Background: an optimization exercise with open tools, aiming at small area. Do not read the settings as production practice.
The RTL was checked by simulation tests, not by an equivalence proof against the original design.
Power and IR drop assume default switching activity.

===== flow/design.v =====
`timescale 1ns/10ps
package otp_cmd_pkg;
  typedef enum logic [3:0] {
    NOP           = 4'h0,
    FAULT_CORR    = 4'h1,
    FAULT_UNCORR  = 4'h2,
    FAULT_RELEASE = 4'h3,
    LC_RESET      = 4'h4,
    CLK_SEL       = 4'h5,
    ESC_SET       = 4'h6,
    ESC_CLR       = 4'h7
  } otp_opcode_e;
  typedef struct packed {
    otp_opcode_e opcode;
    logic [11:0] mhz;
  } otp_cmd_clk_t;
  typedef struct packed {
    otp_opcode_e opcode;
    logic [10:0] rsvd;
    logic        esc_line;
  } otp_cmd_esc_t;
  typedef union packed {
    otp_cmd_clk_t clk_view;
    otp_cmd_esc_t esc_view;
  } otp_cmd_u;
endpackage
`timescale 1ns/10ps
package otp_part_pkg;
  typedef enum logic {
    CORRECTABLE   = 1'b0,
    UNCORRECTABLE = 1'b1
  } otp_fault_e;
  typedef logic [2:0] otp_part_idx_t;
  typedef logic [1:0] otp_word_idx_t;
endpackage
`timescale 1ns/10ps
module otp_svc_decoder (
  input  logic                        clk,
  input  logic                        cptra_rst_b,
  input  logic                        cmd_valid_i,
  input  otp_cmd_pkg::otp_cmd_u       cmd_i,
  input  logic                        prog_we_i,
  input  logic [4:0]                  prog_addr_i,
  input  logic [16-1:0]      prog_data_i,
  input  logic                        clk_byp_ack_i,
  output logic                        lc_rst_b_o,
  output logic [11:0]                 clk_sel_o,
  output logic                        ext_clk_req_o,
  output logic                        clk_switch_o,
  output logic [1:0]                  esc_o,
  output logic [7-1:0]    part_prog_we_o,
  output otp_part_pkg::otp_word_idx_t part_prog_word_o,
  output logic [16-1:0]      part_prog_data_o,
  output logic                        part_inject_o,
  output otp_part_pkg::otp_fault_e    part_inject_kind_o,
  output logic                        part_fault_release_o
);
  localparam logic [11:0] CLK_RST_MHZ = 12'd1000;
  otp_cmd_pkg::otp_opcode_e   cmd_op;
  otp_part_pkg::otp_part_idx_t prog_part;
  otp_part_pkg::otp_word_idx_t prog_word;
  logic          fault_cmd;
  logic          release_cmd;
  logic          fault_active_q;
  logic          inject_q;
  logic          release_q;
  otp_part_pkg::otp_fault_e    inject_kind_q;
  logic          rst_active_q;
  logic [3:0]    rst_cnt_q;
  logic [11:0]   clk_sel_q;
  logic          ext_clk_req_q;
  logic [1:0]    esc_q;
  assign cmd_op      = cmd_i.clk_view.opcode;
  assign fault_cmd   = cmd_valid_i && (cmd_op == otp_cmd_pkg::FAULT_CORR || cmd_op == otp_cmd_pkg::FAULT_UNCORR);
  assign release_cmd = cmd_valid_i && (cmd_op == otp_cmd_pkg::FAULT_RELEASE);
  assign prog_part = prog_addr_i[4:2];
  assign prog_word = prog_addr_i[1:0];
  always_ff @(posedge clk or negedge cptra_rst_b) begin
    if (!cptra_rst_b) begin
      fault_active_q <= 1'b0;
      inject_q       <= 1'b0;
      release_q      <= 1'b0;
    end else begin
      inject_q  <= 1'b0;
      release_q <= 1'b0;
      if (fault_cmd && !fault_active_q) begin
        inject_q       <= 1'b1;
        fault_active_q <= 1'b1;
      end else if (release_cmd) begin
        release_q      <= 1'b1;
        fault_active_q <= 1'b0;
      end
    end
  end
  always_ff @(posedge clk) begin
    if (fault_cmd) begin
      inject_kind_q <= (cmd_op == otp_cmd_pkg::FAULT_CORR) ? otp_part_pkg::CORRECTABLE : otp_part_pkg::UNCORRECTABLE;
    end
  end
  for (genvar i = 0; i < 7; i++) begin : g_part_ctrl
    assign part_prog_we_o[i] = prog_we_i && (prog_part == otp_part_pkg::otp_part_idx_t'(i));
  end
  assign part_prog_word_o     = prog_word;
  assign part_prog_data_o     = prog_data_i;
  assign part_inject_o        = inject_q;
  assign part_inject_kind_o   = inject_kind_q;
  assign part_fault_release_o = release_q;
  always_ff @(posedge clk or negedge cptra_rst_b) begin
    if (!cptra_rst_b) begin
      rst_active_q <= 1'b0;
      rst_cnt_q    <= '0;
    end else if (cmd_valid_i && cmd_op == otp_cmd_pkg::LC_RESET && !rst_active_q) begin
      rst_active_q <= 1'b1;
      rst_cnt_q    <= '0;
    end else if (rst_active_q) begin
      if (rst_cnt_q == 4'(10)) begin
        rst_active_q <= 1'b0;
        rst_cnt_q    <= '0;
      end else begin
        rst_cnt_q <= rst_cnt_q + 4'd1;
      end
    end
  end
  always_ff @(posedge clk or negedge cptra_rst_b) begin
    if (!cptra_rst_b) begin
      clk_sel_q     <= CLK_RST_MHZ;
      ext_clk_req_q <= 1'b0;
      esc_q         <= '0;
    end else begin
      if (clk_switch_o) begin
        ext_clk_req_q <= 1'b0;
      end
      if (cmd_valid_i && cmd_op == otp_cmd_pkg::CLK_SEL) begin
        clk_sel_q     <= cmd_i.clk_view.mhz;
        ext_clk_req_q <= 1'b1;
      end
      if (cmd_valid_i && cmd_op == otp_cmd_pkg::ESC_SET) begin
        esc_q[cmd_i.esc_view.esc_line] <= 1'b1;
      end else if (cmd_valid_i && cmd_op == otp_cmd_pkg::ESC_CLR) begin
        esc_q[cmd_i.esc_view.esc_line] <= 1'b0;
      end
    end
  end
  assign lc_rst_b_o    = !rst_active_q;
  assign clk_sel_o     = clk_sel_q;
  assign ext_clk_req_o = ext_clk_req_q;
  assign clk_switch_o  = clk_byp_ack_i & ext_clk_req_q;
  assign esc_o         = esc_q;
endmodule
`timescale 1ns/10ps
module otp_part_slice (
  input  logic                        clk,
  input  logic                        cptra_rst_b,
  input  logic                        prog_we_i,
  input  otp_part_pkg::otp_word_idx_t prog_word_i,
  input  logic [16-1:0]      prog_data_i,
  input  logic                        inject_i,
  input  otp_part_pkg::otp_fault_e    inject_kind_i,
  input  logic                        fault_release_i,
  input  otp_part_pkg::otp_word_idx_t rd_word_i,
  output logic [16-1:0]      rd_data_o,
  output logic                        locked_o,
  output logic                        faulted_o
);
  localparam otp_part_pkg::otp_word_idx_t DIGEST_IDX = otp_part_pkg::otp_word_idx_t'(4 - 1);
  logic [16-1:0] data_mem [4-1];
  logic [16-1:0] digest_q;
  logic                   fault_q;
  logic [16-1:0] fault_word_q;
  logic [16-1:0] stored_word;
  always_ff @(posedge clk) begin
    if (prog_we_i && prog_word_i != DIGEST_IDX) begin
      data_mem[prog_word_i] <= prog_data_i;
    end
  end
  always_ff @(posedge clk or negedge cptra_rst_b) begin
    if (!cptra_rst_b) begin
      digest_q <= '0;
    end else if (prog_we_i && prog_word_i == DIGEST_IDX) begin
      digest_q <= prog_data_i;
    end
  end
  assign locked_o = |digest_q;
  always_ff @(posedge clk or negedge cptra_rst_b) begin
    if (!cptra_rst_b) begin
      fault_q <= 1'b0;
    end else if (fault_release_i) begin
      fault_q <= 1'b0;
    end else if (inject_i && locked_o) begin
      fault_q <= 1'b1;
    end
  end
  always_ff @(posedge clk) begin
    if (inject_i && locked_o) begin
      if (inject_kind_i == otp_part_pkg::CORRECTABLE) begin
        fault_word_q <= data_mem[0] ^ 16'(1);
      end else begin
        fault_word_q <= ~data_mem[0];
      end
    end
  end
  assign faulted_o = fault_q;
  always_comb begin
    if (rd_word_i == DIGEST_IDX) begin
      stored_word = digest_q;
    end else begin
      stored_word = data_mem[rd_word_i];
    end
  end
  assign rd_data_o = (fault_q && rd_word_i == '0) ? fault_word_q : stored_word;
endmodule
`timescale 1ns/10ps
module otp_read_mux (
  input  logic                                      clk,
  input  logic                                      cptra_rst_b,
  input  otp_part_pkg::otp_part_idx_t               rd_part_i,
  input  logic [7-1:0][16-1:0] word_data_i,
  input  logic [7-1:0]                  locked_i,
  input  logic [7-1:0]                  faulted_i,
  output logic [16-1:0]                    rd_data_o,
  output logic [7-1:0]                  locked_map_o,
  output logic [7-1:0]                  fault_map_o
);
  logic [16-1:0] sel_data;
  always_comb begin
    sel_data = '0;
    if (rd_part_i < otp_part_pkg::otp_part_idx_t'(7)) begin
      sel_data = word_data_i[rd_part_i];
    end
  end
  always_ff @(posedge clk) begin
    rd_data_o <= sel_data;
  end
  always_ff @(posedge clk or negedge cptra_rst_b) begin
    if (!cptra_rst_b) begin
      locked_map_o <= '0;
      fault_map_o  <= '0;
    end else begin
      locked_map_o <= locked_i;
      fault_map_o  <= faulted_i;
    end
  end
endmodule
`timescale 1ns/10ps
module otp_svc_top (
  input  logic                     clk,
  input  logic                     cptra_rst_b,
  input  logic                     cmd_valid_i,
  input  logic [15:0]              cmd_i,
  input  logic                     prog_we_i,
  input  logic [4:0]               prog_addr_i,
  input  logic [16-1:0]   prog_data_i,
  input  logic [4:0]               rd_addr_i,
  input  logic                     clk_byp_ack_i,
  output logic [16-1:0]   rd_data_o,
  output logic [7-1:0] locked_map_o,
  output logic [7-1:0] fault_map_o,
  output logic                     lc_rst_b_o,
  output logic [11:0]              clk_sel_o,
  output logic                     ext_clk_req_o,
  output logic                     clk_switch_o,
  output logic [1:0]               esc_o
);
  otp_part_pkg::otp_part_idx_t                             rd_part;
  otp_part_pkg::otp_word_idx_t                             rd_word;
  logic [7-1:0][16-1:0] word_data;
  logic [7-1:0]                  locked;
  logic [7-1:0]                  faulted;
  logic [7-1:0] part_prog_we;
  otp_part_pkg::otp_word_idx_t            part_prog_word;
  logic [16-1:0]   part_prog_data;
  logic                     part_inject;
  otp_part_pkg::otp_fault_e               part_inject_kind;
  logic                     part_fault_release;
  assign rd_part = rd_addr_i[4:2];
  assign rd_word = rd_addr_i[1:0];
  otp_svc_decoder u_decoder (
    .clk                  (clk),
    .cptra_rst_b          (cptra_rst_b),
    .cmd_valid_i          (cmd_valid_i),
    .cmd_i                (cmd_i),
    .prog_we_i            (prog_we_i),
    .prog_addr_i          (prog_addr_i),
    .prog_data_i          (prog_data_i),
    .clk_byp_ack_i        (clk_byp_ack_i),
    .lc_rst_b_o           (lc_rst_b_o),
    .clk_sel_o            (clk_sel_o),
    .ext_clk_req_o        (ext_clk_req_o),
    .clk_switch_o         (clk_switch_o),
    .esc_o                (esc_o),
    .part_prog_we_o       (part_prog_we),
    .part_prog_word_o     (part_prog_word),
    .part_prog_data_o     (part_prog_data),
    .part_inject_o        (part_inject),
    .part_inject_kind_o   (part_inject_kind),
    .part_fault_release_o (part_fault_release)
  );
  for (genvar g = 0; g < 7; g++) begin : g_slice
    otp_part_slice u_slice (
      .clk             (clk),
      .cptra_rst_b     (cptra_rst_b),
      .prog_we_i       (part_prog_we[g]),
      .prog_word_i     (part_prog_word),
      .prog_data_i     (part_prog_data),
      .inject_i        (part_inject),
      .inject_kind_i   (part_inject_kind),
      .fault_release_i (part_fault_release),
      .rd_word_i       (rd_word),
      .rd_data_o       (word_data[g]),
      .locked_o        (locked[g]),
      .faulted_o       (faulted[g])
    );
  end
  otp_read_mux u_read_mux (
    .clk          (clk),
    .cptra_rst_b  (cptra_rst_b),
    .rd_part_i    (rd_part),
    .word_data_i  (word_data),
    .locked_i     (locked),
    .faulted_i    (faulted),
    .rd_data_o    (rd_data_o),
    .locked_map_o (locked_map_o),
    .fault_map_o  (fault_map_o)
  );
endmodule

===== flow/run.sh =====
#!/bin/bash
# synth_recipe.tcl (not shown) runs the flow's synth.tcl, then flattens the netlist and writes it again
# the make line also repeats each setting of config.mk as NAME=value (left out here)
make -C /OpenROAD-flow-scripts/flow DESIGN_CONFIG=/design/flow/config.mk WORK_HOME=/design/flow/orfs CLKGATE_MAP_FILE= SYNTH_SCRIPT=/design/flow/synth_recipe.tcl finish

===== flow/config.mk =====
export PLATFORM = sky130hd
export DESIGN_NAME = otp_svc_top
export DESIGN_NICKNAME = otp_svc_top
export VERILOG_FILES = /design/flow/design.v
export SDC_FILE = /design/flow/constraint.sdc
export NUM_CORES = 4
export LEC_CHECK = 0
export CAP_MARGIN = 20
export CORE_MARGIN = 2
export CORE_UTILIZATION = 40
export SLEW_MARGIN = 20

===== flow/constraint.sdc =====
create_clock -name core_clock -period 5.0 [get_ports {clk}]
set_input_delay 1.0000 -clock core_clock [delete_from_list [all_inputs] [get_ports {clk}]]
set_output_delay 1.0000 -clock core_clock [all_outputs]
set_load 0.01 [all_outputs]

==> summary.txt <==
## worst max-delay path, cell delays in order
cell	delay (ns)
clkdlybuf4s50_1	0.47
and2_1	0.12
clkdlybuf4s50_1	0.53
## power groups by stage
stage	clock, W	combinational (W)	sequential [W]
floorplan	0	0.00101	0.00618
global placement	0	0.00156	0.00630
detailed placement	0	0.00160	0.00631
CTS	0.00494	0.00160	0.00621
global route	0.00515	0.00171	0.00626
finish	0.00487	0.00160	0.00621
## final timing paths
path | startpoint | endpoint | slack, ns | cells after the start
min in group asynchronous | cptra_rst_b | u_read_mux.fault_map_o[2]$_DFF_PN0_ | 0.51 | 1
max | clk_byp_ack_i | clk_switch_o | 1.88 | 3
min reg2reg | u_decoder.fault_active_q$_DFFE_PN0P_ | u_decoder.inject_q$_DFF_PN0_ | 0.47 | 1
min | u_decoder.fault_active_q$_DFFE_PN0P_ | u_decoder.inject_q$_DFF_PN0_ | 0.47 | 1
max in group asynchronous | cptra_rst_b | u_read_mux.locked_map_o[5]$_DFF_PN0_ | 3.58 | 2
max reg2reg | g_slice[2].u_slice.fault_q$_DFFE_PN0P_ | u_read_mux.rd_data_o[4]$_SDFF_PP0_ | 2.09 | 5
## final cells by class
cell class	instances	share of cell area, %
antenna	1	0.00829
sequential	621	58.7
timing repair buffer	152	4.72
tap	855	3.54
clock buffer	93	6.29
clock inverter	28	0.788
multi-input combinational	894	25.7
inverter	17	0.211
## layout by cell type, fill, tap and decap left out, drive strengths merged, types with 47 or more instances in the layout
cell type / instances
clkdlybuf4s50: 89
nand2: 47
buf: 61
edfxtp: 449
mux4: 48
dfrtp: 150
mux2i: 65
nor2: 83
mux2: 159
clkbuf: 95
xor2: 105
## through the flow
stage                     std cells  cell area, um^2
after floorplan                1631            26200
after global placement         2539            28000
after detailed placement       2539            28000
after CTS                      2660            30200
after global routing           2660            30200
final                          2661            30200
## kinds of logic after synthesis
group | Yosys count
compound gates | 218
xor+xnor | 106
fa+ha+maj | 2
buf+inv | 116
flops | 621
mux | 272
simple gates | 296
## flip-flops by register name (all words and copies together) (netlist names), named ones only
signal                        count
g_slice.u_slice.data_mem        336
g_slice.u_slice.digest_q        112
g_slice.u_slice.fault_word_q    112
u_read_mux.rd_data_o             16
u_decoder.clk_sel_q              12
g_slice.u_slice.fault_q           7
u_read_mux.fault_map_o            7
u_read_mux.locked_map_o           7
u_decoder.rst_cnt_q               4
u_decoder.ext_clk_req_q           1
u_decoder.fault_active_q          1
u_decoder.inject_kind_q           1
u_decoder.inject_q                1
u_decoder.release_q               1
u_decoder.rst_active_q            1
## metal layers
metal | share of wire, % | vias up
met4 | 2.6 | 2
met2 | 46 | 564
met1 | 44 | 8032
met3 | 7.5 | 109
met5 | 0.018 | -
li1 | - | 6578
==> impl_metrics.csv <==
group,metric,value,unit
outcome,status,"finished clean",
clock_network,tritoncts,"yes",
power,leakage,10.9,nW
setup_path,critPathRequiredTime,4.00,ns
power,p_switching,0.00318,W
die,ios,94,
global_route,gr-usage-met2,33.8,%
logic_synthesis,synth_xor_xnor_area_share,3.54,%
clock_network,postCtsSetupRepairBufs,0,
die,die_h,260,um
logic_synthesis,yosysTopAreaCell,"edfxtp_1",
clock_network,cts_root_buffer,"clkbuf_16",
logic_synthesis,synth_area_per_cell,16.1,um^2
logic_synthesis,post_synth_num_cell_types,78,
final_layout,syn_to_final_growth,15.2,%
setup_path,path_max_fanout,2,
logic_synthesis,yosys-top-cells-area,"edfxtp_1 51%, dfrtp_1 14%, mux2_2 6.5%",
final_layout,finalNetCount,1802,
logic_synthesis,yosysWarnings,3,
drt,detailedRoute.firstIterationViolations,1251,
die,die_area,67600,um^2
drt,routedWlPerCell,27.4,um
sta,relSlewSlack,28.9,%
placed_design,routabilityCongestion,0.841,
power,combPwrFrac,12.6,%
logic_synthesis,async_flop_share,25.1,%
logic_synthesis,syn_area,26200,um^2
power,seq_power_share,49.0,%
sta,timing.final.crit_share,62.4,%
logic_synthesis,ys.flop_type,"edfxtp_1",
clock_network,cts_hold_buf,0,
setup_path,cp.arrival,2.12,ns
logic_synthesis,syn_inst,1631,
power,clkPwrFrac,38.4,%
sta,setup_viol,0,
power,vdd_drop_max,0.000223,V
drt,wirelength,72.8,mm
clock_network,cts-htree-levels,3,
global_route,grt_pass1_vias,15700,
drt,drc,0,
sta,worst_clock_skew,0.0296,ns
sta,min_period,3.12,ns
placed_design,portBuffers,93,
final_layout,utilization,46.7,%
placed_design,preCtsSetupSlack,1.40,ns
sta,report.final.slew_viol_count,0,
final_layout,fillers,5599,
power,p_per_area,420,nW/um^2
global_route,grt_pass1_wl,107,mm
clock_network,cts.path.max_buffers,3,
drt,ant_nets,0,
min_path,hp-class,"reg2reg",
logic_synthesis,synthAdderAreaFrac,0.0955,%
global_route,gr-usage-met1,30.4,%
global_route,grt-ovfl-total,0,
global_route,grt_max_degree,106,
sta,holdWs,0.473,ns
die,start_util,40.6,%
sta,worstMarginPinSlew,1.07,ns
sta,setup_ws,1.88,ns
global_route,met3_usage,5.35,%
drt,dr.pass1.iters,5,
logic_synthesis,syn_nets,1680,
sta,finalSetupTns,0,ns
final_layout,multi_input_area,7770,um^2
global_route,grt_busiest_layer,"met2",
clock_network,clkLatencyLatePin,0.60,ns
logic_synthesis,yosysSeqAreaShare,67.6,%
drt,viasPerCell,5.74,
placed_design,dpl.hpwl,43.5,mm
power,total_power,0.0127,W
sta,fmax,321,MHz
clock_network,path_clk_slew,0.06,ns
setup_path,critical_path_class,"in2out",
logic_synthesis,yosysMostFrequentCell,"edfxtp_1",
die,die_x,260,um
logic_synthesis,synthSimpleGateAreaFrac,6.01,%
power,switching_share,25.1,%
final_layout,drive_above_1_share,22.9,%
logic_synthesis,synth_top_family_by_area,"multiplexers",
clock_network,clock-sinks,621,
logic_synthesis,synth-seq-cells,621,
setup_path,cp-end-kind,"output pin",
logic_synthesis,synth_top_area_share,51.4,%
clock_network,cts_resized,0,
sta,hold_viol,0,
clock_network,cts_buffers,67,
logic_synthesis,yosys-top-cells-count,"449 x edfxtp_1, 152 x mux2_2, 150 x dfrtp_1, 105 x xor2_1, 77 x nor2_1",
setup_path,startpoint_type,"input pin",
drt,vias,15300,
job,cap_violations,0,
die,core_area,64600,um^2
logic_synthesis,synth_edf_count,449,
sta,rsz0062_at_grt,"false",
final_layout,regArea,17700,um^2
logic_synthesis,synth_compound_area_share,6.31,%
die,rows,93,
power,intPower,0.00950,W
global_route,grt_use_total,21.8,%
global_route,antenna_found_initial,2,
logic_synthesis,synth.area.mux_share,13.7,%

==> static timing again, ports no longer ideal <==
Ports are ideal in the flow. The routed layout listed here was re-timed in OpenROAD.
Step 1, drivers: a clkbuf_16 drives clk and a buf_2 each remaining input, both assumed.
Step 2, shift: input delay + t, output delay - t, t = (earliest + latest rising clock arrival at the registers) / 2. This alone moves slack from input paths to output paths.
a / b / c = ideal / step 1 / step 2; a / b = the first two.
shift t [ns]: 0.648
setup slack, ns: 1.880 / 1.853 / 1.305
hold slack, ns: 0.473 / 0.473 / 0.473
After both steps this run still meets setup and hold. For this run, drivers alone change the setup slack by -0.027 ns; drivers and shift together by -0.575 ns.
